From an optimization exercise on the open Yosys and OpenROAD flow, aimed at small area; shortcuts taken in it are not production practice.
In this exercise RTL edits were held to simulation tests only and were not proved equivalent to the original.
No activity file was given, so power comes from the tool's default toggle rates.

<file path="design.v">
module cluster_centroid_n #(
  parameter int IMG_WIDTH    = 640,
  parameter int IMG_HEIGHT   = 480,
  parameter int NUM_CLUSTERS = 3,
  parameter int COLOR_W      = 12,
  parameter int DIST_THRESH  = 64,
  parameter int MIN_COUNT    = 4,
  localparam int XW = $clog2(IMG_WIDTH),
  localparam int YW = $clog2(IMG_HEIGHT),
  localparam int IW = (NUM_CLUSTERS > 1) ? $clog2(NUM_CLUSTERS) : 1
) (
  input  logic                         clk,
  input  logic                         rst,
  input  logic signed [COLOR_W-1:0]    pixel_r,
  input  logic signed [COLOR_W-1:0]    pixel_g,
  input  logic signed [COLOR_W-1:0]    pixel_b,
  input  logic                         pixel_valid,
  input  logic [XW-1:0]                x,
  input  logic [YW-1:0]                y,
  input  logic                         ref_wr_en,
  input  logic [IW-1:0]                ref_wr_idx,
  input  logic signed [COLOR_W-1:0]    ref_wr_r,
  input  logic signed [COLOR_W-1:0]    ref_wr_g,
  input  logic signed [COLOR_W-1:0]    ref_wr_b,
  output logic [NUM_CLUSTERS*XW-1:0]   centroid_x,
  output logic [NUM_CLUSTERS*YW-1:0]   centroid_y,
  output logic [NUM_CLUSTERS-1:0]      found,
  output logic                         frame_done,
  output logic                         busy,
  output logic                         overrun
);
  localparam int CW    = $clog2(IMG_WIDTH * IMG_HEIGHT + 1);
  localparam int SUM_W = $clog2(IMG_WIDTH * IMG_WIDTH * IMG_HEIGHT);
  localparam int SW    = $clog2(2 * NUM_CLUSTERS + 1);
  localparam int BW    = $clog2(SUM_W);
  localparam int NDIV  = 2 * NUM_CLUSTERS;
  localparam int CH_W  = NDIV * SUM_W;            
  localparam logic [SW-1:0] LOAD_SEL = SW'(NDIV);
  localparam logic [BW-1:0] LAST_BIT = BW'(SUM_W - 1);
  function automatic logic [7:0] chan_dist(
    input logic [COLOR_W-1:0] a,
    input logic [COLOR_W-1:0] b
  );
    logic [6:0] u;
    logic [5:0] xu;
    logic c, cx, x0, x1, xm1, hz, hm;
    c = 1'b0;
    for (int i = 0; i < 7; i++) begin
      logic ai;
      ai = ~a[i];
      u[i] = ai ^ b[i] ^ c;
      c = (ai & b[i]) | (ai & c) | (b[i] & c);
    end
    cx = 1'b0;
    for (int i = 0; i < 6; i++) begin
      logic ai, bi;
      ai = ~a[i > 4 ? COLOR_W-1 : 7 + i];
      bi = b[i > 4 ? COLOR_W-1 : 7 + i];
      xu[i] = ai ^ bi ^ cx;
      cx = (ai & bi) | (ai & cx) | (bi & cx);
    end
    x0  = xu == '1;
    x1  = xu == 6'b111110;
    xm1 = xu == '0;
    hz  = c ? x1 : x0;    
    hm  = c ? x0 : xm1;   
    chan_dist = {(hz && (u[6] || u[5:0] == '1)) || (hm && !u[6]), ~u[6], u[5:0] ^ {6{u[6]}}};
  endfunction
  logic signed [COLOR_W-1:0] r_ref_r [NUM_CLUSTERS];
  logic signed [COLOR_W-1:0] r_ref_g [NUM_CLUSTERS];
  logic signed [COLOR_W-1:0] r_ref_b [NUM_CLUSTERS];
  logic [7:0]              w_d  [NUM_CLUSTERS];
  logic [NUM_CLUSTERS-1:0] w_in;
  logic [NUM_CLUSTERS-1:0] w_cls;
  logic [NUM_CLUSTERS-1:0] r_hit;
  logic                    r_eof, r_s2_eof;
  logic [XW-1:0]           r_x;
  logic [YW-1:0]           r_y;
  localparam int SCW = $clog2(NDIV * SUM_W + 3);
  logic             r_frz;
  logic [CW-1:0]    r_cnt [NUM_CLUSTERS];
  logic [SCW-1:0]   r_scnt [NUM_CLUSTERS];
  logic [SCW-1:0]   w_fin_scnt [NUM_CLUSTERS];
  logic [SUM_W-1:0] r_sx  [NUM_CLUSTERS];
  logic [SUM_W-1:0] r_sy  [NUM_CLUSTERS];
  logic [CW-1:0]    w_fin_cnt [NUM_CLUSTERS];
  logic [SUM_W-1:0] w_fin_sx  [NUM_CLUSTERS];
  logic [SUM_W-1:0] w_fin_sy  [NUM_CLUSTERS];
  logic [CH_W:0]    r_ch;
  logic [CH_W-1:0]  w_ch_load;
  logic             r_busy;
  logic [SW-1:0]    r_sel;
  logic [BW-1:0]    r_bit;
  logic [CW-1:0]    r_rem;
  logic             w_load, w_div, w_last, w_idle_nx, w_snap, w_ge;
  logic [CW-1:0]    w_divisor;
  logic [CW:0]      w_rem_sh;
  logic [CW-1:0]    w_rem_nx;
  logic [NUM_CLUSTERS*XW-1:0] r_centroid_x;
  logic [NUM_CLUSTERS*YW-1:0] r_centroid_y;
  logic [NUM_CLUSTERS-1:0]    r_found;
  logic                       r_frame_done, r_overrun;
  always_ff @(posedge clk) begin
    if (rst) begin
      for (int k = 0; k < NUM_CLUSTERS; k++) begin
        r_ref_r[k] <= COLOR_W'(50  + 450 * k);
        r_ref_g[k] <= COLOR_W'(100 + 450 * k);
        r_ref_b[k] <= COLOR_W'(150 + 450 * k);
      end
    end else begin
      for (int k = 0; k < NUM_CLUSTERS; k++) begin
        if (ref_wr_en && ref_wr_idx == IW'(k)) begin
          r_ref_r[k] <= ref_wr_r;
          r_ref_g[k] <= ref_wr_g;
          r_ref_b[k] <= ref_wr_b;
        end
      end
    end
  end
  always_comb begin
    for (int k = 0; k < NUM_CLUSTERS; k++) begin
      logic [7:0] dr, dg, db;
      dr = chan_dist(pixel_r, r_ref_r[k]);
      dg = chan_dist(pixel_g, r_ref_g[k]);
      db = chan_dist(pixel_b, r_ref_b[k]);
      w_d[k]  = 8'(dr[5:0]) + 8'(dg[5:0]) + 8'(db[5:0]) + 8'(dr[6]) + 8'(dg[6]) + 8'(db[6]);
      w_in[k] = dr[7] && dg[7] && db[7] && w_d[k] <= 8'(DIST_THRESH);
    end
  end
  always_comb begin
    logic le01, le02, le12;
    le01 = w_d[0][6:0] <= w_d[1][6:0];
    le02 = w_d[0][6:0] <= w_d[2][6:0];
    le12 = w_d[1][6:0] <= w_d[2][6:0];
    w_cls[0] = w_in[0] && (!w_in[1] || le01) && (!w_in[2] || le02);
    w_cls[1] = w_in[1] && !(w_in[0] && le01) && (!w_in[2] || le12);
    w_cls[2] = w_in[2] && !(w_in[0] && le02) && !(w_in[1] && le12);
  end
  always_ff @(posedge clk) begin
    r_hit    <= (rst || !pixel_valid) ? '0 : w_cls;
    r_eof    <= !rst && pixel_valid && x == XW'(IMG_WIDTH - 1) && y == YW'(IMG_HEIGHT - 1);
    r_s2_eof <= !rst && r_eof;
    r_x      <= x;
    r_y      <= y;
  end
  function automatic logic [SUM_W-1:0] acc_add(
    input logic [SUM_W-1:0] acc,
    input logic [XW-1:0]    v
  );
    logic [SUM_W-1:0] r;
    logic c;
    c = 1'b0;
    for (int i = 0; i < XW; i++) begin
      r[i] = acc[i] ^ v[i] ^ c;
      c = (acc[i] & v[i]) | (acc[i] & c) | (v[i] & c);
    end
    for (int i = XW; i < SUM_W; i++) begin
      if (i == (XW + SUM_W) / 2) c = c & (&acc[(XW + SUM_W) / 2 - 1:XW]);
      r[i] = acc[i] ^ c;
      if (i != (XW + SUM_W) / 2 - 1) c = acc[i] & c;
    end
    acc_add = r;
  endfunction
  always_comb begin
    for (int k = 0; k < NUM_CLUSTERS; k++) begin
      logic c;
      c = r_hit[k] && !r_frz;
      for (int i = 0; i < CW; i++) begin
        w_fin_cnt[k][i] = r_cnt[k][i] ^ c;
        c = r_cnt[k][i] & c;
      end
      c = r_hit[k] && r_frz;
      for (int i = 0; i < SCW; i++) begin
        w_fin_scnt[k][i] = r_scnt[k][i] ^ c;
        c = r_scnt[k][i] & c;
      end
      w_fin_sx[k] = acc_add(r_sx[k], r_hit[k] ? r_x : '0);
      w_fin_sy[k] = acc_add(r_sy[k], r_hit[k] ? XW'(r_y) : '0);
    end
  end
  always_ff @(posedge clk) begin
    r_frz <= !rst && (w_snap || (r_frz && !w_load));
    for (int k = 0; k < NUM_CLUSTERS; k++) begin
      if (rst || r_eof) begin
        r_sx[k]  <= '0;
        r_sy[k]  <= '0;
      end else begin
        r_sx[k]  <= w_fin_sx[k];
        r_sy[k]  <= w_fin_sy[k];
      end
      if (rst)         r_cnt[k] <= '0;
      else if (w_load) r_cnt[k] <= CW'(w_fin_scnt[k]);
      else             r_cnt[k] <= w_fin_cnt[k];
      if (rst || r_eof || w_load) r_scnt[k] <= '0;
      else                        r_scnt[k] <= w_fin_scnt[k];
    end
  end
  assign w_load    = r_busy && r_sel == LOAD_SEL;
  assign w_div     = r_busy && !w_load;
  assign w_last    = r_bit == LAST_BIT;
  assign w_idle_nx = (!r_busy && !r_s2_eof) || w_load;
  assign w_snap    = r_eof && w_idle_nx;
  always_comb begin
    for (int k = 0; k < NUM_CLUSTERS; k++) begin
      w_ch_load[CH_W - (2*k+1)*SUM_W +: SUM_W] = w_fin_sx[k];
      w_ch_load[CH_W - (2*k+2)*SUM_W +: SUM_W] = w_fin_sy[k];
    end
  end
  always_comb begin
    logic [CW:0] nd, diff, d0, d1;
    logic c, c0, c1;
    w_divisor = r_cnt[r_sel >> 1];
    w_rem_sh  = {r_rem, r_ch[CH_W]};
    nd = ~{1'b0, w_divisor};
    c  = 1'b1;
    for (int i = 0; i < CW/2; i++) begin
      diff[i] = w_rem_sh[i] ^ nd[i] ^ c;
      c = (w_rem_sh[i] & nd[i]) | (w_rem_sh[i] & c) | (nd[i] & c);
    end
    c0 = 1'b0;
    c1 = 1'b1;
    for (int i = CW/2; i <= CW; i++) begin
      d0[i] = w_rem_sh[i] ^ nd[i] ^ c0;
      c0 = (w_rem_sh[i] & nd[i]) | (w_rem_sh[i] & c0) | (nd[i] & c0);
      d1[i] = w_rem_sh[i] ^ nd[i] ^ c1;
      c1 = (w_rem_sh[i] & nd[i]) | (w_rem_sh[i] & c1) | (nd[i] & c1);
    end
    for (int i = CW/2; i <= CW; i++) diff[i] = c ? d1[i] : d0[i];
    d0[CW/2-1:0] = '0;
    d1[CW/2-1:0] = '0;
    w_ge     = c ? c1 : c0;
    w_rem_nx = w_ge ? diff[CW-1:0] : w_rem_sh[CW-1:0];
  end
  always_ff @(posedge clk) begin
    r_ch[CH_W] <= r_ch[CH_W-1];
    if (w_snap) r_ch[CH_W-1:0] <= w_ch_load;
    else        r_ch[CH_W-1:0] <= {r_ch[CH_W-2:0], w_ge};
    r_rem <= (!w_div || w_last) ? '0 : w_rem_nx;
  end
  always_ff @(posedge clk) begin
    if (rst) begin
      r_busy       <= 1'b0;
      r_sel        <= '0;
      r_bit        <= '0;
      r_frame_done <= 1'b0;
      r_overrun    <= 1'b0;
      r_found      <= '0;
      r_centroid_x <= '0;
      r_centroid_y <= '0;
    end else begin
      r_frame_done <= w_load;
      if (r_s2_eof && r_busy) r_overrun <= 1'b1;
      if (!r_busy) begin
        if (r_s2_eof) begin
          r_busy <= 1'b1;
          r_sel  <= '0;
          r_bit  <= '0;
        end
      end else if (w_load) begin
        r_busy <= 1'b0;
        for (int k = 0; k < NUM_CLUSTERS; k++) begin
          r_found[k] <= r_cnt[k] >= CW'(MIN_COUNT);
          if (r_cnt[k] >= CW'(MIN_COUNT)) begin
            r_centroid_x[k*XW +: XW] <= r_ch[CH_W - (2*k+1)*SUM_W +: XW];
            r_centroid_y[k*YW +: YW] <= r_ch[CH_W - (2*k+2)*SUM_W +: YW];
          end
        end
      end else if (w_last) begin
        r_bit <= '0;
        r_sel <= r_sel + SW'(1);
      end else begin
        r_bit <= r_bit + BW'(1);
      end
    end
  end
  assign centroid_x = r_centroid_x;
  assign centroid_y = r_centroid_y;
  assign found      = r_found;
  assign frame_done = r_frame_done;
  assign busy       = r_busy;
  assign overrun    = r_overrun;
endmodule
</file>
<file path="flow/run.sh">
#!/bin/bash
# The standard synthesis; then two rewrites of the gate netlist that keep
# its function and its registers: each 2:1 multiplexer cell becomes the
# smaller AND-OR cell of the same function (muxopt.py), and each full adder is
# set in the polarity that needs the fewest inverters (polopt.py); then the standard flow's
# standard layout, with the smallest buffer on the ports and power recovery
# (downsizing gates off the critical paths) after global routing.
# Every tool writes its full output to a log file in this folder.
set -euo pipefail
export BUFFER_PORTS_ARGS="-buffer_cell sky130_fd_sc_hd__buf_1"
export RECOVER_POWER=100
R="$PWD/orfs/results/${FLOW_PLATFORM}/cluster_centroid_n/base"
bash standard.sh "$R/1_2_yosys.v" > flow_synth.log 2>&1
cp "$R/1_2_yosys.v" "$R/1_2_yosys.std.v"
python3 flow/muxopt.py "$R/1_2_yosys.std.v" "$R/1_2_yosys.mux.v" > flow_muxopt.log 2>&1
python3 flow/polopt.py "$R/1_2_yosys.mux.v" "$R/1_2_yosys.pol.v" > flow_polopt.log 2>&1
mv "$R/1_2_yosys.pol.v" "$R/1_2_yosys.v"
bash standard.sh > flow_make.log 2>&1
</file>
<file path="flow/muxopt.py">
#!/usr/bin/env python3
"""Rewrite a flat gate netlist (Yosys write_verilog of sky130hd cells): each
2:1 multiplexer cell becomes an AND-OR cell of the same function, which is
smaller: mux2 (X = S ? A1 : A0) -> a22o (X = S&A1 | ~S&A0), mux2i -> a22oi.
One inverter per select net gives ~S."""
import re, sys

src = open(sys.argv[1]).read()
out_path = sys.argv[2]
m = re.search(r'^module\s+(\S+)\s*\((.*?)\);', src, re.S | re.M)
body_start = m.end()
end_idx = src.rindex('endmodule')
header = src[:body_start]
body = src[body_start:end_idx]
decl_re = re.compile(r'^\s*(input|output|wire|inout)\b[^;]*;', re.M)
cell_re = re.compile(r'^\s*(sky130_fd_sc_hd__\w+)\s+(\S+)\s*\((.*?)\);', re.S | re.M)
pin_re = re.compile(r'\.(\w+)\(\s*(.*?)\s*\)\s*(?:,|$)', re.S)
decls = [d.group(0) for d in decl_re.finditer(body)]
cells = []
for c in cell_re.finditer(body):
    pins = [(p, n.strip()) for p, n in pin_re.findall(c.group(3) + ',')]
    cells.append([c.group(1), c.group(2), pins])
rest = cell_re.sub('', decl_re.sub('', body)).strip()
if rest:
    sys.exit('unexpected netlist content: ' + rest[:200])

def net(n):
    return n + (' ' if n.startswith('\\') else '')

nsel = {}
new_decls, new_cells, lines = [], [], []
count = 0
for t, n, pins in cells:
    mm = re.match(r'sky130_fd_sc_hd__(mux2i?)_\d+$', t)
    if mm:
        d = dict(pins)
        s = d['S']
        if s.startswith("1'"):
            mm = None
    if mm:
        if s not in nsel:
            k = len(nsel) + 1
            nsel[s] = f'_muxopt_nsel{k}_'
            new_decls.append(f'  wire {nsel[s]};')
            new_cells.append(f'  sky130_fd_sc_hd__inv_1 _muxopt_inv{k}_ (\n    .A({net(s)}),\n    .Y({nsel[s]})\n  );')
        inv = mm.group(1) == 'mux2i'
        newt = 'sky130_fd_sc_hd__a22oi_1' if inv else 'sky130_fd_sc_hd__a22o_1'
        outp = 'Y' if inv else 'X'
        lines.append(f'  {newt} {n} (\n    .A1({net(s)}),\n    .A2({net(d["A1"])}),\n    .B1({nsel[s]}),\n    .B2({net(d["A0"])}),\n    .{outp}({net(d[outp])})\n  );')
        count += 1
        continue
    ps = [f'    .{p}({net(x)})' for p, x in pins]
    lines.append(f'  {t} {n} (\n' + ',\n'.join(ps) + '\n  );')
print(f'multiplexers rewritten: {count}, select inverters: {len(nsel)}', file=sys.stderr)
with open(out_path, 'w') as f:
    f.write(header + '\n' + '\n'.join(decls) + '\n' + '\n'.join(new_decls) + '\n' + '\n'.join(lines) + '\n' + '\n'.join(new_cells) + '\nendmodule\n')
</file>
<file path="flow/polopt.py">
#!/usr/bin/env python3
"""Rewrite a flat gate netlist (Yosys write_verilog of sky130hd cells) so that full
adders take whichever polarity needs the fewest inverters. A full adder is
self-dual: FA(~a,~b,~c) = (~sum, ~cout). Inverters are removed, each full adder
gets a polarity flag, and one shared inverter is put back for every net whose
complement some pin then needs."""
import re, sys, collections

src = open(sys.argv[1]).read()
out_path = sys.argv[2]

m = re.search(r'^module\s+(\S+)\s*\((.*?)\);', src, re.S | re.M)
body_start = m.end()
end_idx = src.rindex('endmodule')
header = src[:body_start]
body = src[body_start:end_idx]

decl_re = re.compile(r'^\s*(input|output|wire|inout)\b[^;]*;', re.M)
cell_re = re.compile(r'^\s*(sky130_fd_sc_hd__\w+)\s+(\S+)\s*\((.*?)\);', re.S | re.M)
pin_re = re.compile(r'\.(\w+)\(\s*(.*?)\s*\)\s*(?:,|$)', re.S)

decls = [d.group(0) for d in decl_re.finditer(body)]
ports = set()
for d in decls:
    mm = re.match(r'\s*(input|output|inout)\s*(\[[^\]]*\])?\s*(\S+?)\s*;', d)
    if mm:
        ports.add(mm.group(3))
cells = []
for c in cell_re.finditer(body):
    pins = [(p, n.strip()) for p, n in pin_re.findall(c.group(3) + ',')]
    cells.append([c.group(1), c.group(2), pins])
rest = cell_re.sub('', decl_re.sub('', body)).strip()
if rest:
    sys.exit('unexpected netlist content: ' + rest[:200])

OUTP = {'X', 'Y', 'Q', 'Q_N', 'SUM', 'COUT', 'HI', 'LO'}
def base_port(net):
    n = net.lstrip('\\').split('[')[0].strip()
    return n
def is_port_net(net):
    return base_port(net) in ports

is_inv = lambda t: re.match(r'sky130_fd_sc_hd__(inv|clkinv)_\d+$', t) is not None
is_fa = lambda t: re.match(r'sky130_fd_sc_hd__fa_\d+$', t) is not None
# xor2/xnor2 take an inverted input by swapping one for the other (same area)
is_x = lambda t: re.match(r'sky130_fd_sc_hd__x(n?)or2_\d+$', t) is not None

driver = {}
for i, (t, n, pins) in enumerate(cells):
    for p, net in pins:
        if p in OUTP:
            driver[net] = (i, p)

# Inverters we can dissolve: output not a port net.
dissolve = set()
for i, (t, n, pins) in enumerate(cells):
    if is_inv(t):
        y = dict(pins)['Y']
        if not is_port_net(y) and not y.startswith("1'"):
            dissolve.add(i)

def root(net):
    """(root net, parity) following dissolved inverters."""
    par = 0
    seen = 0
    while net in driver and driver[net][0] in dissolve:
        net = dict(cells[driver[net][0]][2])['A']
        par ^= 1
        seen += 1
        if seen > 100: break
    return net, par

# Pins of kept cells, as literals
uses = []   # (cell index, pin, root, parity)
for i, (t, n, pins) in enumerate(cells):
    if i in dissolve: continue
    for p, net in pins:
        if p in OUTP: continue
        if net.startswith("1'") or net == '':
            continue
        r, par = root(net)
        uses.append((i, p, r, par))
# Port nets driven by dissolved inverters never happen (excluded). Output port nets
# read as themselves.

fa_cells = [i for i, c in enumerate(cells) if is_fa(c[0]) and i not in dissolve]
flip = collections.defaultdict(int)
# FAs driving a port net are not flipped
noflip = set()
for i in fa_cells:
    for p, net in cells[i][2]:
        if p in OUTP and is_port_net(net): noflip.add(i)

def drv_flip(r):
    d = driver.get(r)
    return flip[d[0]] if d else 0

uses_by_root = collections.defaultdict(list)
uses_by_cell = collections.defaultdict(list)
for u in uses:
    uses_by_root[u[2]].append(u)
    uses_by_cell[u[0]].append(u)

def need(u):
    i, p, r, par = u
    return par ^ flip[i] * is_fa(cells[i][0]) ^ drv_flip(r)

def root_cost(r):
    return 1 if any(need(u) and not is_x(cells[u[0]][0]) for u in uses_by_root[r]) else 0

def cost_all():
    return sum(root_cost(r) for r in uses_by_root)

before = sum(1 for i in dissolve)
cur = cost_all()
print('inverters before', before, 'after dissolving, needed', cur, file=sys.stderr)
improved = True
it = 0
while improved and it < 50:
    improved = False
    it += 1
    for i in fa_cells:
        if i in noflip: continue
        roots = set(u[2] for u in uses_by_cell[i])
        outs = [net for p, net in cells[i][2] if p in OUTP]
        roots |= set(outs)
        old = sum(root_cost(r) for r in roots)
        flip[i] ^= 1
        new = sum(root_cost(r) for r in roots)
        if new < old:
            improved = True
        else:
            flip[i] ^= 1
print('inverters needed after flipping', cost_all(), 'flipped', sum(flip[i] for i in fa_cells), file=sys.stderr)

# Emit
inv_net = {}
new_decls = []
new_cells = []
k = 0
for r in uses_by_root:
    if root_cost(r):
        k += 1
        nn = f'_polinv{k}_'
        inv_net[r] = nn
        new_decls.append(f'  wire {nn};')
        new_cells.append(f'  sky130_fd_sc_hd__inv_1 _polinv_cell{k}_ (\n    .A({r}' + (' ' if r.startswith('\\') else '') + f'),\n    .Y({nn})\n  );')
use_map = {}
xpar = collections.defaultdict(int)
for u in uses:
    if is_x(cells[u[0]][0]):
        use_map[(u[0], u[1])] = u[2]
        xpar[u[0]] ^= need(u)
    else:
        use_map[(u[0], u[1])] = inv_net[u[2]] if need(u) else u[2]
for i, par in xpar.items():
    if par:
        t = cells[i][0]
        if '__xor2_' in t:
            cells[i][0] = t.replace('__xor2_', '__xnor2_')
            cells[i][2] = [('Y' if p == 'X' else p, x) for p, x in cells[i][2]]
        else:
            cells[i][0] = t.replace('__xnor2_', '__xor2_')
            cells[i][2] = [('X' if p == 'Y' else p, x) for p, x in cells[i][2]]
lines = []
for i, (t, n, pins) in enumerate(cells):
    if i in dissolve: continue
    ps = []
    for p, net in pins:
        if p not in OUTP and (i, p) in use_map:
            net = use_map[(i, p)]
        ps.append(f'    .{p}({net}' + (' ' if net.startswith('\\') else '') + ')')
    lines.append(f'  {t} {n} (\n' + ',\n'.join(ps) + '\n  );')
with open(out_path, 'w') as f:
    f.write(header + '\n' + '\n'.join(decls) + '\n' + '\n'.join(new_decls) + '\n' + '\n'.join(lines) + '\n' + '\n'.join(new_cells) + '\nendmodule\n')
</file>
<file path="standard.sh">
#!/bin/bash
# synth_recipe.tcl (not shown) runs the flow's synth.tcl, then flattens the netlist and writes it again
# the make line also repeats each setting of config.mk as NAME=value (left out here)
make -C /OpenROAD-flow-scripts/flow DESIGN_CONFIG=/design/flow/config.mk WORK_HOME=/design/flow/orfs CLKGATE_MAP_FILE= SYNTH_SCRIPT=/design/flow/synth_recipe.tcl "${@:-finish}"
</file>
<file path="config.mk">
export PLATFORM = sky130hd
export DESIGN_NAME = cluster_centroid_n
export DESIGN_NICKNAME = cluster_centroid_n
export VERILOG_FILES = /design/flow/design.v
export SDC_FILE = /design/flow/constraint.sdc
export NUM_CORES = 4
export LEC_CHECK = 0
export CAP_MARGIN = 20
export CORE_MARGIN = 2
export CORE_UTILIZATION = 75
export CTS_CLUSTER_DIAMETER = 90
export CTS_CLUSTER_SIZE = 26
export GPL_TIMING_DRIVEN = 0
export SLEW_MARGIN = 20
</file>
<file path="constraint.sdc">
create_clock -name core_clock -period 8.0 [get_ports {clk}]
set_input_delay 1.6000 -clock core_clock [delete_from_list [all_inputs] [get_ports {clk}]]
set_output_delay 1.6000 -clock core_clock [all_outputs]
set_load 0.01 [all_outputs]
</file>
==> impl_table.tex, run 1 <==
\begin{tabular}{lr}
\hline
Metric & Value \\
\hline
\multicolumn{2}{l}{\textbf{Run status}} \\
\quad Status & finished clean \\
\multicolumn{2}{l}{\textbf{Global route}} \\
\quad Total congestion overflow & 0 \\
\quad First-pass GRT wire length & 121000 microns \\
\quad Antenna violations before repair & 0 \\
\quad Pin count of the biggest net entering global routing & 27 \\
\quad Vias in the first global route & 22600 \\
\quad Global routing usage summed across all routing layers & 0.374 \\
\multicolumn{2}{l}{\textbf{Floorplanning}} \\
\quad Total I/O pin count & 160 \\
\quad Die height & 204 microns \\
\quad Die Wd & 204 microns \\
\quad Core box area & 39600 sq um \\
\quad Die outline area & 41600 sq um \\
\quad Effective utilization at floorplan & 0.757 \\
\quad Count of standard-cell rows & 73 \\
\multicolumn{2}{l}{\textbf{STA}} \\
\quad Total count of max-transition violations in the final report & 0 \\
\quad Max Fclk & 128 MHz \\
\quad Setup\_tns & 0 ns \\
\quad Slew of the pin with the lowest slew margin & 1.07 ns \\
\quad Setup repair after global routing missed its margin & yes \\
\quad Worst slew slack as a fraction of its limit & 0.276 \\
\quad Worst hold-check slack & 0.352 ns \\
\quad Number of setup violations in the final report & 0 \\
\quad Clock period minus final worst setup slack & 7.79 ns \\
\quad Tcrit/Tclk final & 0.974 \\
\quad Final clock skew & 0.0261 ns \\
\quad Final worst-path setup slack & 0.207 ns \\
\quad Final hold violation count & 0 \\
\multicolumn{2}{l}{\textbf{Yosys}} \\
\quad Post-Syn Area per Cell & 10.4 sq um \\
\quad Net count of the mapped netlist & 3408 \\
\quad Mapped cell area & 30000 sq um \\
\quad Synth Instances & 2872 \\
\quad Count of synthesis-stage warnings from yosys & 13 \\
\multicolumn{2}{l}{\textbf{Worst setup path}} \\
\quad Source of the critical timing path & pixel\_r[0] \\
\quad CP Data Required Time & 8.49 ns \\
\quad Cell mode on critical path & sky130\_fd\_sc\_hd\_\_fa\_1 \\
\quad Kind of cell adding the most delay to the critical path & adder cells \\
\quad Startpoint of the worst-slack reg-to-reg timing path & r\_hit[1] \\
\quad Worst-path cell chain & buf\_1 > inv\_1 > ha\_1 > fa\_1 > fa\_1 > fa\_1 > fa\_1 > fa\_2 > fa\_2 > xnor2\_2 > fa\_1 > inv\_1 > ha\_1 > ha\_1 > a211oi\_2 > o21ai\_0 > a221o\_1 > ha\_1 > nor2b\_1 > o21ai\_0 > o21ai\_0 > o22ai\_1 > and3b\_1 > a2111oi\_2 \\
\quad Worst Setup Start Kind & input pin \\
\quad Crit-path max FO & 8 \\
\quad Data arrival time of the critical path & 8.29 ns \\
\quad Delay of the slowest cell on the worst path & 0.72 ns \\
\quad Startpoint-to-endpoint class of the critical path & in2reg \\
\quad Slowest-stage cell, CP & sky130\_fd\_sc\_hd\_\_fa\_2 \\
\quad Buf/Inv on CP & 3 \\
\quad Critical Path End Type & flip-flop \\
\multicolumn{2}{l}{\textbf{Place}} \\
\quad Count of buffers inserted at the top-level ports & 159 \\
\quad Instance area after placement & 31300 sq um \\
\quad Post-placement worst setup slack & -0.855 ns \\
\quad Number of cells in the design after placement & 3556 \\
\quad DPL Wire Length & 59300 microns \\
\quad Routability Congestion & 0.995 \\
\multicolumn{2}{l}{\textbf{Clock network}} \\
\quad CTS tree & yes \\
\quad Clock insertion delay at the later pin of the skew report & 0.62 ns \\
\quad CTS max path bufs & 3 \\
\quad Clock transition at path regs & 0.10 ns \\
\quad CTS root buf & sky130\_fd\_sc\_hd\_\_clkbuf\_16 \\
\quad TritonCTS sink count & 641 \\
\quad Number of H-tree levels & 1 \\
\quad Number of clock buffers inserted by TritonCTS & 28 \\
\quad Hold buffer count at CTS & 0 \\
\multicolumn{2}{l}{\textbf{Drt}} \\
\quad Routed WL & 77500 microns \\
\quad Uppermost metal layer occupied by signal nets & met4 \\
\quad Violation count after the first detailed-route iteration & 1781 \\
\quad Vias per cell & 6.17 \\
\quad Number of antenna-violating nets in the routed design & 0 \\
\quad Average routed wire per standard cell & 21.6 microns \\
\quad Total length of routed met2 wires & 36600 microns \\
\quad Vias after detailed routing & 22100 \\
\quad Length of routed met3 wiring & 5990 microns \\
\quad Wire length on met1 & 30100 microns \\
\quad \# DRC & 0 \\
\quad Number of detailed-route iterations in the first pass & 6 \\
\multicolumn{2}{l}{\textbf{Final layout}} \\
\quad Layout Cell Area excl Fill & 32400 sq um \\
\quad Share of cells above drive strength 1 & 0.0574 \\
\quad Count of non-filler cells in the finished layout & 3591 \\
\quad Number of antenna cells inserted & 0 \\
\quad Count of nets after finishing & 3600 \\
\quad Final standard cell utilization of the core & 0.817 \\
\quad Area growth from synthesis to layout & 7.99\% \\
\multicolumn{2}{l}{\textbf{Power and ir drop}} \\
\quad Cell area power density & 275 nW/um\^{}2 \\
\quad Worst supply voltage drop on vdd & 0.483 mV \\
\quad Clock network power share & 0.184 \\
\quad Fraction of power spent switching nets & 0.363 \\
\quad Internal power & 5.68 mW \\
\quad Overall power after layout & 8.92 mW \\
\quad Leakage power total & 14.2 nW \\
\quad Comb pwr share & 0.451 \\
\quad Net switching power & 3.24 mW \\
\quad Seq pwr share & 0.365 \\
\multicolumn{2}{l}{\textbf{Worst hold path}} \\
\quad Hold wc startpoint & r\_ch[167] \\
\quad Hold Crit Class & reg2reg \\
\multicolumn{2}{l}{\textbf{Flow run}} \\
\quad Max-cap violation count & 0 \\
\hline
\end{tabular}
## layout by cell type, fill, tap and decap left out, drive strengths merged, types with 5 or more instances in the layout
cell type,count
dfxtp,641
nand2,290
ha,272
and2,263
buf,184
fa,167
inv,166
a22o,153
nor2,139
clkbuf,138
a21oi,131
xnor2,83
a22oi,77
o21ai,53
nand3b,40
nand4,23
nor3,21
a221o,18
nor4,17
a211oi,17
nand3,13
o21bai,12
xor2,12
a21o,12
and4b,11
nor2b,10
a211o,10
nand4b,9
nand2b,7
a31o,6
or3,6
a31oi,5
## worst paths after layout
check	end	slack, ns	depth (start not counted)
hold reg to reg	r_ch[168]	0.35	0
setup / recovery	r_hit[1]	0.21	24
setup reg to reg	r_ch[83]	0.22	32
hold / removal	r_ch[168]	0.35	0
## cell type report
class | count | area, sq um
flip-flops and latches | 641 | 12800
clock inverters | 1 | 7.51
well taps | 525 | 657
plain buffers | 125 | 569
clock buffers | 31 | 753
repair buffers | 166 | 649
multi-input cells | 1936 | 16300
fillers | 2478 | 7240
inverters | 166 | 623
## power groups by stage
| stage | logic (mW) | clock network (mW) | registers, mW |
|---|---|---|---|
| after CTS | 3.71 | 1.65 | 3.25 |
| final | 4.02 | 1.64 | 3.25 |
| after detailed placement | 3.67 | 0 | 3.33 |
| after floorplan | 2.79 | 0 | 3.32 |
| after global placement | 3.49 | 0 | 3.33 |
| after global routing | 4.47 | 1.75 | 3.26 |
## timing repair
action | in CTS | in global routing
pin swaps | 4 | 26
endpoints found under the setup margin | 46 | 32
setup buffers | 0 | 7
gates resized for setup | 59 | 52
## per-layer routing
metal	vias to the layer above	global-route usage
met1	10700	0.461
li1	10200	-
met4	0	0.201
met3	252	0.0599
met2	957	0.631
met5	-	0
## flip-flops by register name, indices dropped and copies added, names as in the netlist, 3 cells and up
| name | cells |
|---|---|
| r_centroid_y | 27 |
| r_scnt | 24 |
| r_found | 3 |
| r_sel | 3 |
| r_ref_r | 36 |
| r_x | 10 |
| r_rem | 19 |
| r_ch | 169 |
| r_hit | 3 |
| r_sx | 84 |
| r_ref_g | 36 |
| r_bit | 5 |
| r_centroid_x | 30 |
| r_y | 9 |
| r_sy | 84 |
| r_ref_b | 36 |
| r_cnt | 57 |
==> inputs of run 2 (changes only) <==
--- a/config.mk
+++ b/config.mk
@@ -8,7 +8,7 @@
 export CAP_MARGIN = 20
 export CORE_MARGIN = 2
 export CORE_UTILIZATION = 75
-export CTS_CLUSTER_DIAMETER = 90
-export CTS_CLUSTER_SIZE = 26
+export CTS_CLUSTER_DIAMETER = 100
+export CTS_CLUSTER_SIZE = 24
 export GPL_TIMING_DRIVEN = 0
 export SLEW_MARGIN = 20
==> run 2 against run 1 <==
  * Still clean
  * Synthesized cell count did not move
  * Maximum frequency is 0.16% lower
  * Flip-flop and latch count unchanged
  * Clock skew up 0.00078 ns
  * Synthesized area stayed put
  * Sequential share of layout area is 0.089 points higher
  * Critical path depth increased by 2
  * Via count grew 0.61%
  * Critical endpoint unchanged
  * Largest power group unchanged
==> impl_table.tex, run 2 <==
\begin{tabular}{lr}
\hline
Metric & Value \\
\hline
\multicolumn{2}{l}{\textbf{Run status}} \\
\quad Status & finished clean \\
\multicolumn{2}{l}{\textbf{Place}} \\
\quad Instance area after placement & 31300 sq um (unchanged) \\
\quad Routability Congestion & 0.995 (unchanged) \\
\quad DPL Wire Length & 59300 microns (unchanged) \\
\quad Count of buffers inserted at the top-level ports & 159 (unchanged) \\
\quad Number of cells in the design after placement & 3556 (unchanged) \\
\multicolumn{2}{l}{\textbf{Final layout}} \\
\quad Layout Cell Area excl Fill & 32300 sq um (-0.22\%) \\
\quad Share of cells above drive strength 1 & 0.0535 (-0.00390) \\
\quad Most common library cell in the layout ignoring fill and taps & sky130\_fd\_sc\_hd\_\_dfxtp\_1 \\
\quad Count of non-filler cells in the finished layout & 3591 (unchanged) \\
\quad Area growth from synthesis to layout & 7.74\% \\
\quad Biggest register & r\_ch \\
\quad Regs by FF count & r\_ch (169), r\_sx (84), r\_sy (84) \\
\quad Area taken by flip-flops and latches & 12800 sq um (unchanged) \\
\quad Fill cell count & 2432 (-1.9\%) \\
\quad Count of nets after finishing & 3600 (unchanged) \\
\quad Flip-flop count of the largest register, all copies and words added & 169 (unchanged) \\
\quad Area of the multi-input gates & 16200 sq um (-0.55\%) \\
\quad Most frequent cells in the layout & sky130\_fd\_sc\_hd\_\_dfxtp\_1, sky130\_fd\_sc\_hd\_\_nand2\_1, sky130\_fd\_sc\_hd\_\_ha\_1 \\
\multicolumn{2}{l}{\textbf{Worst setup path}} \\
\quad Data arrival time of the critical path & 8.32 ns (+0.03 ns) \\
\quad Crit-path max FO & 9 (+1) \\
\quad Source of the critical timing path & pixel\_b[0] \\
\quad Startpoint-to-endpoint class of the critical path & in2reg \\
\quad Worst Setup Start Kind & input pin \\
\quad Startpoint of the worst-slack reg-to-reg timing path & r\_hit[1] \\
\quad Critical Path End Type & flip-flop \\
\quad CP Data Required Time & 8.52 ns (+0.03 ns) \\
\multicolumn{2}{l}{\textbf{Power and ir drop}} \\
\quad Cell area power density & 275 nW/um\^{}2 (about the same) \\
\quad Leakage power total & 14.2 nW (-0.29\%) \\
\quad Worst supply voltage drop on vdd & 0.444 mV (-8.2\%) \\
\multicolumn{2}{l}{\textbf{Drt}} \\
\quad Violation count after the first detailed-route iteration & 1881 (+5.6\%) \\
\quad Number of antenna-violating nets in the routed design & 0 (unchanged) \\
\quad Vias per cell & 6.21 (+0.61\%) \\
\quad Vias after detailed routing & 22300 (+0.61\%) \\
\quad \# DRC & 0 (unchanged) \\
\quad Number of detailed-route iterations in the first pass & 6 (unchanged) \\
\quad Average routed wire per standard cell & 21.8 microns (+0.89\%) \\
\quad Routed WL & 78100 microns (+0.89\%) \\
\multicolumn{2}{l}{\textbf{STA}} \\
\quad Final clock skew & 0.0268 ns (+0.000781 ns) \\
\quad Number of setup violations in the final report & 0 (unchanged) \\
\quad Clock period minus final worst setup slack & 7.81 ns (+0.0124 ns) \\
\quad Max Fclk & 128 MHz (-0.16\%) \\
\quad Total count of max-transition violations in the final report & 0 (unchanged) \\
\quad Worst slew slack as a fraction of its limit & 0.321 (+0.0445) \\
\quad Setup\_tns & 0 ns (unchanged) \\
\quad Final hold violation count & 0 (unchanged) \\
\quad Slew of the pin with the lowest slew margin & 1.01 ns (-0.0658 ns) \\
\quad Tcrit/Tclk final & 0.976 (+0.00155) \\
\quad Setup repair after global routing missed its margin & yes \\
\multicolumn{2}{l}{\textbf{Worst hold path}} \\
\quad Hold wc startpoint & r\_ch[167] \\
\quad Hold Crit Class & reg2reg \\
\multicolumn{2}{l}{\textbf{Clock network}} \\
\quad TritonCTS sink count & 641 (unchanged) \\
\quad Number of H-tree levels & 1 (unchanged) \\
\quad Hold buffer count at CTS & 0 (unchanged) \\
\quad Number of clock buffers inserted by TritonCTS & 30 (+7.1\%) \\
\quad CTS root buf & sky130\_fd\_sc\_hd\_\_clkbuf\_16 \\
\quad Clock transition at path regs & 0.10 ns (about the same) \\
\quad CTS max path bufs & 3 (unchanged) \\
\quad CTS tree & yes \\
\quad Clock insertion delay at the later pin of the skew report & 0.63 ns (about the same) \\
\multicolumn{2}{l}{\textbf{Floorplanning}} \\
\quad Die height & 204 microns (unchanged) \\
\quad Effective utilization at floorplan & 0.757 (unchanged) \\
\quad Die Wd & 204 microns (unchanged) \\
\quad Core box area & 39600 sq um (unchanged) \\
\quad Total I/O pin count & 160 (unchanged) \\
\quad Die outline area & 41600 sq um (unchanged) \\
\quad Count of standard-cell rows & 73 (unchanged) \\
\multicolumn{2}{l}{\textbf{Yosys}} \\
\quad Synth Instances & 2872 (unchanged) \\
\quad Count of synthesis-stage warnings from yosys & 13 (unchanged) \\
\quad Mapped cell area & 30000 sq um (unchanged) \\
\quad Post-Syn Area per Cell & 10.4 sq um (unchanged) \\
\quad Net count of the mapped netlist & 3408 (unchanged) \\
\multicolumn{2}{l}{\textbf{Global route}} \\
\quad Pin count of the biggest net entering global routing & 25 (-7.4\%) \\
\quad Total congestion overflow & 0 (unchanged) \\
\quad First-pass GRT wire length & 121000 microns (+0.59\%) \\
\quad Antenna violations before repair & 0 (unchanged) \\
\quad Global routing usage summed across all routing layers & 0.375 (+0.00162) \\
\quad Vias in the first global route & 22800 (+0.91\%) \\
\multicolumn{2}{l}{\textbf{Flow run}} \\
\quad Max-cap violation count & 0 (unchanged) \\
\hline
\end{tabular}
[run 2: where the power goes]
part / switching (mW) / total (mW) / internal (mW) / leakage, nW
registers: 0.0300 / 3.25 / 3.22 / 5.18
logic: 2.20 / 3.95 / 1.75 / 8.58
clock network: 0.991 / 1.69 / 0.700 / 0.389
[run 2: repair_timing]
| item | 4_1_cts | 5_1_grt |
|---|---|---|
| gates resized for setup | 56 | 51 |
| pin swaps | 5 | 29 |
| buffers inserted | 0 | 5 |
| endpoints found under the setup margin | 48 | 31 |
[run 2: per-stage QoR]
stage / setup slack (ns) / total power, mW / utilization / hold WS (ns)
6_report: 0.194 / 8.90 / 0.816 / 0.355
5_1_grt: -0.103 / 9.48 / 0.815 / 0.363
4_1_cts: 0.000822 / 8.64 / 0.813 / 0.349
3_5_place_dp: -0.855 / 7.00 / 0.789 / 0.327
3_3_place_gp: -0.835 / 6.81 / 0.789 / 0.312
2_1_floorplan: 0.0225 / 6.11 / - / 0.310
[run 2: layout make-up]
type,count,area share
antenna,1,0.0000774
buffer,125,0.0174
clock buffer,32,0.0244
clock inverter,1,0.000232
inverter,166,0.0193
multi-input combinational,1936,0.502
sequential,641,0.397
tap,525,0.0203
timing repair buffer,164,0.0196
[run 2: routing by layer]
metal,share of wire,wire (microns),GRT usage
met4,0.060,4690,0.199
met1,0.39,30500,0.464
met5,0,0,0
met3,0.076,5910,0.0596
met2,0.47,37100,0.635
[run 2: path summary, 6_finish.rpt]
check        cells after the start   endpoint  slack, ns
max                             26   r_hit[1]       0.19
min                              0  r_ch[168]       0.35
max reg2reg                     32   r_ch[83]       0.22
min reg2reg                      0  r_ch[168]       0.35
[run 2: worst max-delay path, cell delays in order]
cell,delay (ns)
sky130_fd_sc_hd__buf_1,0.08
sky130_fd_sc_hd__inv_1,0.10
sky130_fd_sc_hd__ha_1,0.24
sky130_fd_sc_hd__fa_1,0.41
sky130_fd_sc_hd__fa_1,0.39
sky130_fd_sc_hd__fa_1,0.40
sky130_fd_sc_hd__fa_1,0.39
sky130_fd_sc_hd__fa_1,0.39
sky130_fd_sc_hd__fa_1,0.42
sky130_fd_sc_hd__buf_2,0.22
sky130_fd_sc_hd__xnor2_1,0.39
sky130_fd_sc_hd__fa_1,0.49
sky130_fd_sc_hd__inv_1,0.07
sky130_fd_sc_hd__ha_1,0.26
sky130_fd_sc_hd__fa_2,0.41
sky130_fd_sc_hd__a21o_1,0.19
sky130_fd_sc_hd__a21oi_2,0.20
sky130_fd_sc_hd__o21bai_1,0.10
sky130_fd_sc_hd__a21oi_2,0.19
sky130_fd_sc_hd__xnor2_2,0.18
sky130_fd_sc_hd__ha_1,0.29
sky130_fd_sc_hd__nand4_1,0.11
sky130_fd_sc_hd__o21ai_0,0.09
sky130_fd_sc_hd__o22ai_1,0.18
sky130_fd_sc_hd__and3b_1,0.22
sky130_fd_sc_hd__a2111oi_2,0.31
==> inputs of run 3 (changes only) <==
--- a/config.mk
+++ b/config.mk
@@ -7,8 +7,8 @@
 export LEC_CHECK = 0
 export CAP_MARGIN = 20
 export CORE_MARGIN = 2
-export CORE_UTILIZATION = 75
-export CTS_CLUSTER_DIAMETER = 100
-export CTS_CLUSTER_SIZE = 24
+export CORE_UTILIZATION = 80
+export CTS_CLUSTER_DIAMETER = 90
+export CTS_CLUSTER_SIZE = 26
 export GPL_TIMING_DRIVEN = 0
 export SLEW_MARGIN = 20
==> run 3 against run 2 <==
  * Sequential share of layout area is 0.23 points lower
  * Non-clock buffer count increased by 6
  * Worst hold slack worse by 0.0078 ns
  * Sequential power hardly changed
  * Maximum frequency is essentially flat
  * Largest cell class unchanged
  * Largest power group unchanged
==> impl_table.tex, run 3 <==
\begin{tabular}{lr}
\hline
Metric & Value \\
\hline
\multicolumn{2}{l}{\textbf{Run status}} \\
\quad Status & finished clean \\
\multicolumn{2}{l}{\textbf{Clock network}} \\
\quad Number of H-tree levels & 1 (unchanged) \\
\quad CTS max path bufs & 3 (unchanged) \\
\quad CTS tree & yes \\
\quad TritonCTS sink count & 641 (unchanged) \\
\quad CTS root buf & sky130\_fd\_sc\_hd\_\_clkbuf\_16 \\
\quad Clock insertion delay at the later pin of the skew report & 0.60 ns (-0.03 ns) \\
\quad Clock transition at path regs & 0.10 ns (about the same) \\
\quad Number of clock buffers inserted by TritonCTS & 28 (-6.7\%) \\
\multicolumn{2}{l}{\textbf{Floorplanning}} \\
\quad Die Wd & 198 microns (-3.1\%) \\
\quad Effective utilization at floorplan & 0.816 (+0.0587) \\
\quad Die outline area & 39100 sq um (-6.1\%) \\
\quad Total I/O pin count & 160 (unchanged) \\
\quad Die height & 198 microns (-3.1\%) \\
\quad Count of standard-cell rows & 70 (-4.1\%) \\
\quad Core box area & 36800 sq um (-7.2\%) \\
\multicolumn{2}{l}{\textbf{Drt}} \\
\quad Number of detailed-route iterations in the first pass & 8 (+2) \\
\quad Uppermost metal layer occupied by signal nets & met5 \\
\quad Vias per cell & 6.57 (+5.9\%) \\
\quad \# DRC & 0 (unchanged) \\
\quad Length of routed met3 wiring & 8090 microns (+37\%) \\
\quad Number of antenna-violating nets in the routed design & 0 (unchanged) \\
\quad Wire length on met1 & 30300 microns (-0.75\%) \\
\quad Average routed wire per standard cell & 24.1 microns (+11\%) \\
\quad Vias after detailed routing & 23300 (+4.4\%) \\
\quad Violation count after the first detailed-route iteration & 2206 (+17\%) \\
\quad Total length of routed met2 wires & 41100 microns (+11\%) \\
\quad Routed WL & 85200 microns (+9.0\%) \\
\multicolumn{2}{l}{\textbf{Global route}} \\
\quad Pin count of the biggest net entering global routing & 27 (+8.0\%) \\
\quad Antenna violations before repair & 2 (+2) \\
\quad Total congestion overflow & 0 (unchanged) \\
\quad Global routing usage summed across all routing layers & 0.432 (+0.0565) \\
\quad First-pass GRT wire length & 129000 microns (+6.1\%) \\
\quad Vias in the first global route & 24100 (+5.7\%) \\
\multicolumn{2}{l}{\textbf{Final layout}} \\
\quad Regs by FF count & r\_ch (169), r\_sx (84), r\_sy (84) \\
\quad Most common library cell in the layout ignoring fill and taps & sky130\_fd\_sc\_hd\_\_dfxtp\_1 \\
\quad Area growth from synthesis to layout & 8.41\% \\
\quad Area taken by flip-flops and latches & 12800 sq um (about the same) \\
\quad Biggest register & r\_ch \\
\quad Area of the multi-input gates & 16500 sq um (+1.5\%) \\
\quad Share of cells above drive strength 1 & 0.0671 (+0.0136) \\
\quad Count of nets after finishing & 3604 (+0.11\%) \\
\quad Fill cell count & 1722 (-29\%) \\
\quad Flip-flop count of the largest register, all copies and words added & 169 (unchanged) \\
\quad Count of non-filler cells in the finished layout & 3539 (-1.4\%) \\
\quad Most frequent cells in the layout & sky130\_fd\_sc\_hd\_\_dfxtp\_1, sky130\_fd\_sc\_hd\_\_nand2\_1, sky130\_fd\_sc\_hd\_\_ha\_1 \\
\multicolumn{2}{l}{\textbf{Worst setup path}} \\
\quad Critical Path End Type & flip-flop \\
\quad Startpoint of the worst-slack reg-to-reg timing path & r\_hit[1] \\
\quad Capture point of the worst reg-to-reg path & r\_ch[83] \\
\quad Data arrival time of the critical path & 8.31 ns (about the same) \\
\quad CP Data Required Time & 8.50 ns (-0.02 ns) \\
\quad Crit-path max FO & 4 (-5) \\
\quad Setup slack of the worst register-to-register path & 0.20 ns (-0.02 ns) \\
\quad Number of cells traversed by the worst register-to-register path & 32 (unchanged) \\
\quad Startpoint-to-endpoint class of the critical path & in2reg \\
\quad Worst Setup Start Kind & input pin \\
\multicolumn{2}{l}{\textbf{Place}} \\
\quad DPL Wire Length & 60200 microns (+1.7\%) \\
\quad Routability Congestion & 1.05 (+5.3\%) \\
\quad Number of cells in the design after placement & 3499 (-1.6\%) \\
\quad Count of buffers inserted at the top-level ports & 159 (unchanged) \\
\multicolumn{2}{l}{\textbf{Worst hold path}} \\
\quad Hold wc startpoint & r\_ch[167] \\
\quad Hold path depth & 0 (unchanged) \\
\quad Hold Crit Class & reg2reg \\
\quad Worst hold path endpoint & r\_ch[168] \\
\multicolumn{2}{l}{\textbf{Power and ir drop}} \\
\quad Worst supply voltage drop on vdd & 0.452 mV (+1.9\%) \\
\quad Overall power after layout & 9.17 mW (+3.0\%) \\
\quad Leakage power total & 14.3 nW (+0.74\%) \\
\quad Cell area power density & 282 nW/um\^{}2 (+2.4\%) \\
\multicolumn{2}{l}{\textbf{Yosys}} \\
\quad Net count of the mapped netlist & 3408 (unchanged) \\
\quad Mapped cell area & 30000 sq um (unchanged) \\
\quad Count of synthesis-stage warnings from yosys & 13 (unchanged) \\
\quad Synth Instances & 2872 (unchanged) \\
\quad Post-Syn Area per Cell & 10.4 sq um (unchanged) \\
\multicolumn{2}{l}{\textbf{STA}} \\
\quad Tcrit/Tclk final & 0.976 (about the same) \\
\quad Slew of the pin with the lowest slew margin & 1.10 ns (+0.0903 ns) \\
\quad Clock period minus final worst setup slack & 7.81 ns (+0.00500 ns) \\
\quad Number of setup violations in the final report & 0 (unchanged) \\
\quad Setup\_tns & 0 ns (unchanged) \\
\quad Final hold violation count & 0 (unchanged) \\
\quad Max Fclk & 128 MHz (about the same) \\
\quad Worst slew slack as a fraction of its limit & 0.270 (-0.0514) \\
\quad Total count of max-transition violations in the final report & 0 (unchanged) \\
\quad Setup repair after global routing missed its margin & yes \\
\quad Final clock skew & 0.0216 ns (-0.00522 ns) \\
\multicolumn{2}{l}{\textbf{Flow run}} \\
\quad Max-cap violation count & 0 (unchanged) \\
\hline
\end{tabular}
run 3: power breakdown:
group          leakage [nW]  switching (mW)  internal, mW
combinational          8.71            2.38          1.89
sequential             5.19          0.0304          3.22
clock                 0.365           0.989         0.652
total                  14.3            3.40          5.77
run 3: final cells by class:
type,count,share of cell area
tap,468,0.0180
sequential,641,0.395
multi-input combinational,1936,0.506
timing repair buffer,170,0.0210
antenna,2,0.000154
inverter,166,0.0192
clock inverter,2,0.000423
buffer,125,0.0181
clock buffer,29,0.0223
run 3: stage by stage:
step                setup slack, ns  cell area (sq um)  utilization  hold WS, ns
CTS                        0.000537              32200        0.874        0.337
floorplan                    0.0225              30000            -        0.310
finish                        0.189              32500        0.884        0.347
global route                -0.0698              32500        0.884        0.345
global placement             -0.987              31200        0.848        0.314
detailed placement            -1.20              31200        0.848        0.315
run 3: how the worst max path moves through the flow:
stage	from	end	cells past startpoint
global route	pixel_g[0]	r_hit[0]	25
global placement	pixel_b[0]	r_hit[1]	26
floorplan	pixel_r[0]	r_hit[1]	25
detailed placement	pixel_b[0]	r_hit[1]	26
CTS	pixel_b[0]	r_hit[0]	25
finish	pixel_b[0]	r_hit[1]	25
run 3: what timing repair did:
action	4_1_cts	5_1_grt
pin swaps	7	50
hold buffers	0	0
setup buffers	4	7
endpoints found under the setup margin	50	35
gates resized for setup	67	74
hold endpoints to repair	0	0
run 3: routing by layer:
layer	vias up	track usage
li1	10200	-
met1	11300	0.490
met2	1334	0.724
met3	409	0.107
met4	2	0.288
met5	-	0
run 3: critical path, cell delays in order:
cell,delay [ns]
sky130_fd_sc_hd__buf_1,0.09
sky130_fd_sc_hd__inv_1,0.12
sky130_fd_sc_hd__ha_1,0.24
sky130_fd_sc_hd__fa_1,0.40
sky130_fd_sc_hd__fa_1,0.41
sky130_fd_sc_hd__fa_1,0.39
sky130_fd_sc_hd__fa_1,0.39
sky130_fd_sc_hd__fa_2,0.39
sky130_fd_sc_hd__fa_2,0.71
sky130_fd_sc_hd__buf_6,0.18
sky130_fd_sc_hd__xnor2_1,0.08
sky130_fd_sc_hd__fa_1,0.49
sky130_fd_sc_hd__inv_1,0.04
sky130_fd_sc_hd__ha_1,0.32
sky130_fd_sc_hd__ha_4,0.30
sky130_fd_sc_hd__o21ai_0,0.10
sky130_fd_sc_hd__or2_2,0.30
sky130_fd_sc_hd__a221o_1,0.38
sky130_fd_sc_hd__ha_1,0.31
sky130_fd_sc_hd__nor2b_1,0.13
sky130_fd_sc_hd__o21ai_0,0.14
sky130_fd_sc_hd__o21ai_0,0.10
sky130_fd_sc_hd__o22ai_1,0.17
sky130_fd_sc_hd__and3b_1,0.23
sky130_fd_sc_hd__a2111oi_4,0.31
==> inputs of run 4 (changes only) <==
--- a/config.mk
+++ b/config.mk
@@ -7,7 +7,7 @@
 export LEC_CHECK = 0
 export CAP_MARGIN = 20
 export CORE_MARGIN = 2
-export CORE_UTILIZATION = 80
+export CORE_UTILIZATION = 70
 export CTS_CLUSTER_DIAMETER = 90
 export CTS_CLUSTER_SIZE = 26
 export GPL_TIMING_DRIVEN = 0
==> run 4 against run 3 <==
  * Register-to-register slack gained 0.03 ns
  * Largest power group unchanged
  * Global-route usage down 8.1 points
  * Utilization shrank 11 points
  * Still clean on timing, DRC and antenna
  * Highest routed layer unchanged
  * Combinational power decreased by 6.3%
==> impl_table.tex, run 4 <==
\begin{tabular}{lr}
\hline
Metric & Value \\
\hline
\multicolumn{2}{l}{\textbf{Final layout}} \\
\quad Regs by FF count & r\_ch (169), r\_sx (84), r\_sy (84) \\
\quad Flip-flop count of the largest register, all copies and words added & 169 (unchanged) \\
\quad Count of non-filler cells in the finished layout & 3607 (+1.9\%) \\
\quad Most frequent cells in the layout & sky130\_fd\_sc\_hd\_\_dfxtp\_1, sky130\_fd\_sc\_hd\_\_nand2\_1, sky130\_fd\_sc\_hd\_\_ha\_1 \\
\quad Area taken by flip-flops and latches & 12800 sq um (about the same) \\
\quad Count of nets after finishing & 3601 (-0.083\%) \\
\quad Layout Cell Area excl Fill & 32500 sq um (-0.19\%) \\
\quad Final standard cell utilization of the core & 0.771 (-0.114) \\
\quad Most common library cell in the layout ignoring fill and taps & sky130\_fd\_sc\_hd\_\_dfxtp\_1 \\
\quad Biggest register & r\_ch \\
\quad Number of antenna cells inserted & 0 (-2) \\
\quad Area of the multi-input gates & 16300 sq um (-0.87\%) \\
\quad Share of cells above drive strength 1 & 0.0596 (-0.00747) \\
\quad Area growth from synthesis to layout & 8.20\% \\
\quad Fill cell count & 2893 (+68\%) \\
\multicolumn{2}{l}{\textbf{Floorplanning}} \\
\quad Core box area & 42100 sq um (+15\%) \\
\quad Die Wd & 211 microns (+6.8\%) \\
\quad Die outline area & 44500 sq um (+14\%) \\
\quad Die height & 211 microns (+6.8\%) \\
\quad Total I/O pin count & 160 (unchanged) \\
\quad Effective utilization at floorplan & 0.712 (-0.104) \\
\quad Count of standard-cell rows & 75 (+7.1\%) \\
\multicolumn{2}{l}{\textbf{Global route}} \\
\quad Total congestion overflow & 0 (unchanged) \\
\quad Pin count of the biggest net entering global routing & 27 (unchanged) \\
\quad First-pass GRT wire length & 121000 microns (-6.1\%) \\
\quad Vias in the first global route & 22400 (-7.2\%) \\
\quad Global routing usage summed across all routing layers & 0.351 (-0.0808) \\
\quad Antenna violations before repair & 1 (-1) \\
\multicolumn{2}{l}{\textbf{Power and ir drop}} \\
\quad Leakage power total & 14.2 nW (-0.30\%) \\
\quad Cell area power density & 275 nW/um\^{}2 (-2.3\%) \\
\quad Overall power after layout & 8.94 mW (-2.4\%) \\
\quad Worst supply voltage drop on vdd & 0.404 mV (-11\%) \\
\multicolumn{2}{l}{\textbf{Place}} \\
\quad Count of buffers inserted at the top-level ports & 159 (unchanged) \\
\quad Post-placement worst setup slack & -0.795 ns (+0.402 ns) \\
\quad Routability Congestion & 0.999 (-4.7\%) \\
\quad Number of cells in the design after placement & 3570 (+2.0\%) \\
\quad Instance area after placement & 31300 sq um (+0.28\%) \\
\quad DPL Wire Length & 59900 microns (-0.64\%) \\
\multicolumn{2}{l}{\textbf{Clock network}} \\
\quad CTS max path bufs & 3 (unchanged) \\
\quad Clock transition at path regs & 0.10 ns (about the same) \\
\quad CTS root buf & sky130\_fd\_sc\_hd\_\_clkbuf\_16 \\
\quad Number of clock buffers inserted by TritonCTS & 29 (+3.6\%) \\
\quad TritonCTS sink count & 641 (unchanged) \\
\quad Number of H-tree levels & 1 (unchanged) \\
\quad Clock insertion delay at the later pin of the skew report & 0.63 ns (+0.03 ns) \\
\quad CTS tree & yes \\
\multicolumn{2}{l}{\textbf{STA}} \\
\quad Slew of the pin with the lowest slew margin & 1.21 ns (+0.111 ns) \\
\quad Setup\_tns & 0 ns (unchanged) \\
\quad Number of setup violations in the final report & 0 (unchanged) \\
\quad Max Fclk & 129 MHz (+0.55\%) \\
\quad Total count of max-transition violations in the final report & 0 (unchanged) \\
\quad Final hold violation count & 0 (unchanged) \\
\quad Tcrit/Tclk final & 0.971 (-0.00536) \\
\quad Final worst-path setup slack & 0.232 ns (+0.0428 ns) \\
\quad Final clock skew & 0.0226 ns (+0.000931 ns) \\
\quad Clock period minus final worst setup slack & 7.77 ns (-0.0428 ns) \\
\quad Worst hold-check slack & 0.339 ns (-0.00736 ns) \\
\quad Worst slew slack as a fraction of its limit & 0.196 (-0.0738) \\
\multicolumn{2}{l}{\textbf{Worst hold path}} \\
\quad Hold Crit Class & reg2reg \\
\quad Hold wc startpoint & r\_ch[167] \\
\quad Hold path depth & 0 (unchanged) \\
\quad Worst hold path endpoint & r\_ch[168] \\
\multicolumn{2}{l}{\textbf{Worst setup path}} \\
\quad Setup slack of the worst register-to-register path & 0.23 ns (+0.03 ns) \\
\quad Delay of the slowest cell on the worst path & 0.38 ns (-0.33 ns) \\
\quad Crit-path max FO & 10 (+6) \\
\quad Critical Path End Type & flip-flop \\
\quad Capture point of the worst reg-to-reg path & r\_ch[167] \\
\quad Startpoint of the worst-slack reg-to-reg timing path & r\_hit[0] \\
\quad Startpoint-to-endpoint class of the critical path & reg2reg \\
\quad Data arrival time of the critical path & 8.26 ns (-0.05 ns) \\
\quad Cell mode on critical path & sky130\_fd\_sc\_hd\_\_ha\_1 \\
\quad Slowest-stage cell, CP & sky130\_fd\_sc\_hd\_\_fa\_2 \\
\quad CP Data Required Time & 8.49 ns (about the same) \\
\quad Worst Setup Start Kind & flip-flop \\
\quad Number of cells traversed by the worst register-to-register path & 32 (unchanged) \\
\multicolumn{2}{l}{\textbf{Drt}} \\
\quad Vias after detailed routing & 22000 (-5.3\%) \\
\quad \# DRC & 0 (unchanged) \\
\quad Number of detailed-route iterations in the first pass & 6 (-2) \\
\quad Routed WL & 77900 microns (-8.6\%) \\
\quad Violation count after the first detailed-route iteration & 1444 (-35\%) \\
\quad Number of antenna-violating nets in the routed design & 0 (unchanged) \\
\quad Average routed wire per standard cell & 21.6 microns (-10\%) \\
\quad Vias per cell & 6.11 (-7.1\%) \\
\multicolumn{2}{l}{\textbf{Flow run}} \\
\quad Max-cap violation count & 0 (unchanged) \\
\multicolumn{2}{l}{\textbf{Yosys}} \\
\quad Mapped cell area & 30000 sq um (unchanged) \\
\quad Count of synthesis-stage warnings from yosys & 13 (unchanged) \\
\quad Net count of the mapped netlist & 3408 (unchanged) \\
\quad Synth Instances & 2872 (unchanged) \\
\quad Post-Syn Area per Cell & 10.4 sq um (unchanged) \\
\multicolumn{2}{l}{\textbf{Run status}} \\
\quad Status & finished clean \\
\hline
\end{tabular}
## run 4: cell type report
class,instances,area share
Buffer,125,0.0175
Clock buffer,29,0.0224
Clock inverter,5,0.00204
Inverter,166,0.0192
Multi-Input combinational cell,1936,0.503
Sequential cell,641,0.395
Tap cell,539,0.0208
Timing Repair Buffer,166,0.0200
## run 4: how the worst max path moves through the flow
stage	from	to	slack, ns	depth (start not counted)
3_3_place_gp	pixel_b[0]	r_hit[1]	-0.70	25
3_5_place_dp	pixel_b[0]	r_hit[1]	-0.80	26
5_1_grt	r_hit[2]	r_sx[2][27]	-0.01	32
2_1_floorplan	pixel_r[0]	r_hit[1]	0.02	25
6_report	r_hit[0]	r_ch[167]	0.23	32
4_1_cts	r_hit[2]	r_ch[55]	0.003	32
## run 4: critical path, delay by kind of cell, from the launching register on
kind	cells	cell delay, ns
compound gates	1	0.10
xor+xnor	1	0.20
fa+ha+maj	26	6.49
buf+inv	1	0.17
flops	1	0.35
simple gates	3	0.32
## run 4: timing repair
action	in CTS	in global routing
endpoints found under the setup margin	43	32
hold buffers	0	0
pin swaps	4	31
setup buffers	0	7
resized for setup	59	56
## run 4: metal layers
metal / share of wire / vias up / wire, microns / GRT usage
li1: - / 10200 / - / -
met1: 0.40 / 10800 / 31000 / 0.438
met2: 0.48 / 819 / 37500 / 0.596
met3: 0.064 / 229 / 4960 / 0.0491
met4: 0.056 / 2 / 4380 / 0.179
met5: 0.00017 / - / 13 / 0
## run 4: where the power goes
group / internal, mW / total [mW] / switching, mW
sequential: 3.22 / 3.25 / 0.0279
combinational: 1.77 / 4.00 / 2.23
clock: 0.666 / 1.69 / 1.02
total: 5.66 / 8.94 / 3.28
==> inputs of run 5 (changes only) <==
--- a/config.mk
+++ b/config.mk
@@ -10,5 +10,5 @@
 export CORE_UTILIZATION = 70
 export CTS_CLUSTER_DIAMETER = 90
 export CTS_CLUSTER_SIZE = 26
-export GPL_TIMING_DRIVEN = 0
+export GPL_TIMING_DRIVEN = 1
 export SLEW_MARGIN = 20
==> run 5 against run 4 <==
  * Now fails the layout checks on max-capacitance violations, max-slew violations
  * Via count is 4.7% lower
  * Maximum frequency is 0.47% higher
  * Die area stayed put
  * Combinational power is 9.7% higher
  * Critical endpoint is now r_ch[166]
==> impl_table.tex, run 5 <==
\begin{tabular}{lr}
\hline
Metric & Value \\
\hline
\multicolumn{2}{l}{\textbf{Drt}} \\
\quad Routed WL & 68300 microns (-12\%) \\
\quad Violation count after the first detailed-route iteration & 1401 (-3.0\%) \\
\quad Vias per cell & 5.89 (-3.5\%) \\
\quad Vias after detailed routing & 21000 (-4.7\%) \\
\quad Number of antenna-violating nets in the routed design & 0 (unchanged) \\
\quad Average routed wire per standard cell & 19.2 microns (-11\%) \\
\quad Length of routed met3 wiring & 3110 microns (-37\%) \\
\quad \# DRC & 0 (unchanged) \\
\quad Number of detailed-route iterations in the first pass & 5 (-1) \\
\multicolumn{2}{l}{\textbf{Run status}} \\
\quad Status & finished with violations \\
\quad SO Viols & max-capacitance violations, max-slew violations \\
\multicolumn{2}{l}{\textbf{Worst setup path}} \\
\quad Kind of cell adding the most delay to the critical path & adder cells \\
\quad Slowest-stage cell, CP & sky130\_fd\_sc\_hd\_\_fa\_1 \\
\quad Data arrival time of the critical path & 8.23 ns (-0.03 ns) \\
\quad Setup slack of the worst register-to-register path & 0.27 ns (+0.04 ns) \\
\quad Delay of the slowest cell on the worst path & 0.42 ns (+0.04 ns) \\
\quad CP Data Required Time & 8.50 ns (about the same) \\
\multicolumn{2}{l}{\textbf{Final layout}} \\
\quad Biggest register & r\_ch \\
\quad Count of nets after finishing & 3550 (-1.4\%) \\
\quad Layout Cell Area excl Fill & 32300 sq um (-0.49\%) \\
\quad Most frequent cells in the layout & sky130\_fd\_sc\_hd\_\_dfxtp\_1, sky130\_fd\_sc\_hd\_\_nand2\_1, sky130\_fd\_sc\_hd\_\_ha\_1 \\
\quad Regs by FF count & r\_ch (169), r\_sx (84), r\_sy (84) \\
\quad Fill cell count & 2913 (+0.69\%) \\
\quad Most common library cell in the layout ignoring fill and taps & sky130\_fd\_sc\_hd\_\_dfxtp\_1 \\
\multicolumn{2}{l}{\textbf{STA}} \\
\quad Slew of the pin with the lowest slew margin & 3.03 ns (+1.82 ns) \\
\quad Total count of max-transition violations in the final report & 413 (+413) \\
\quad Final clock skew & 0.0287 ns (+0.00616 ns) \\
\multicolumn{2}{l}{\textbf{Yosys}} \\
\quad Post-Syn Area per Cell & 10.4 sq um (unchanged) \\
\multicolumn{2}{l}{\textbf{Global route}} \\
\quad Vias in the first global route & 21400 (-4.5\%) \\
\quad Global routing usage summed across all routing layers & 0.311 (-0.0394) \\
\quad First-pass GRT wire length & 111000 microns (-8.2\%) \\
\multicolumn{2}{l}{\textbf{Power and ir drop}} \\
\quad Fraction of power spent switching nets & 0.354 (-0.0127) \\
\quad Comb pwr share & 0.473 (+0.025) \\
\quad Overall power after layout & 9.28 mW (+3.8\%) \\
\quad Worst supply voltage drop on vdd & 0.368 mV (-8.8\%) \\
\quad Internal power & 6.00 mW (+5.9\%) \\
\quad Seq pwr share & 0.350 (-0.014) \\
\multicolumn{2}{l}{\textbf{Place}} \\
\quad Routability Congestion & 0.939 (-5.9\%) \\
\quad Instance area after placement & 31400 sq um (+0.38\%) \\
\quad Number of cells in the design after placement & 3522 (-1.3\%) \\
\quad Count of buffers inserted at the top-level ports & 159 (unchanged) \\
\multicolumn{2}{l}{\textbf{Clock network}} \\
\quad Hold buffer count at CTS & 0 (unchanged) \\
\quad Number of post-CTS setup repair buffers & 0 (unchanged) \\
\quad CTS max path bufs & 3 (unchanged) \\
\quad Number of H-tree levels & 1 (unchanged) \\
\multicolumn{2}{l}{\textbf{Floorplanning}} \\
\quad Total I/O pin count & 160 (unchanged) \\
\quad Effective utilization at floorplan & 0.712 (unchanged) \\
\quad Die outline area & 44500 sq um (unchanged) \\
\multicolumn{2}{l}{\textbf{Flow run}} \\
\quad Max-cap violation count & 7 (+7) \\
\hline
\end{tabular}
-- run 5: cell types whose count changed in the layout (fill, tap and decap cells not counted), moves of 6 or more --
| cell | before | now |
|---|---|---|
| sky130_fd_sc_hd__ha_1 | 263 | 271 |
| sky130_fd_sc_hd__fa_2 | 55 | 45 |
| sky130_fd_sc_hd__xnor2_2 | 13 | 7 |
| sky130_fd_sc_hd__and2_0 | 46 | 91 |
| sky130_fd_sc_hd__xnor2_1 | 70 | 76 |
| sky130_fd_sc_hd__clkbuf_1 | 100 | 3 |
| sky130_fd_sc_hd__ha_2 | 7 | 1 |
| sky130_fd_sc_hd__and2_1 | 217 | 172 |
| sky130_fd_sc_hd__buf_4 | 11 | 69 |
| sky130_fd_sc_hd__buf_2 | 10 | 0 |
| sky130_fd_sc_hd__fa_1 | 112 | 122 |
-- run 5: power groups by stage --
stage	combinational [mW]	sequential, mW	clock, mW
after floorplan	2.79	3.32	0
after global placement	4.23	3.32	0
after detailed placement	4.30	3.32	0
after CTS	4.34	3.25	1.68
after global routing	4.93	3.26	1.78
final	4.39	3.25	1.64
-- run 5: final cells by class --
cell class                      count  area (sq um)  share of cell area
Inverter                          166           623              0.0193
Clock inverter                      5          50.0             0.00155
Antenna cell                        3          7.51            0.000232
Multi-Input combinational cell   1936         16200               0.501
Tap cell                          539           674              0.0209
Clock buffer                       29           726              0.0225
Sequential cell                   641         12800               0.397
Timing Repair Buffer              240          1220              0.0376
-- run 5: routing by layer --
metal | track usage | vias up
met5 | 0 | -
met4 | 0.0867 | 0
met3 | 0.0351 | 90
met2 | 0.537 | 505
met1 | 0.417 | 10300
li1 | - | 10100
-- run 5: timing repair --
action,4_1_cts,5_1_grt
resized for setup,21,39
pin swaps,6,9
endpoints found under the setup margin,27,31
-- run 5: path summary, 6_finish.rpt --
kind	end	cells past startpoint
hold / removal	r_ch[168]	0
setup reg to reg	r_ch[166]	30
hold reg to reg	r_ch[168]	0
setup / recovery	r_ch[166]	30
-- run 5: per-stage QoR --
step                      hold WS [ns]  utilization  worst slack [ns]  TNS (ns)
after global routing             0.352        0.767           0.00255         0
after global placement           0.313        0.745            -0.239    -0.714
final                            0.335        0.767             0.268         0
after floorplan                  0.310            -            0.0225         0
after detailed placement         0.314        0.745            -0.380     -2.74
after CTS                        0.336        0.765           0.00255         0
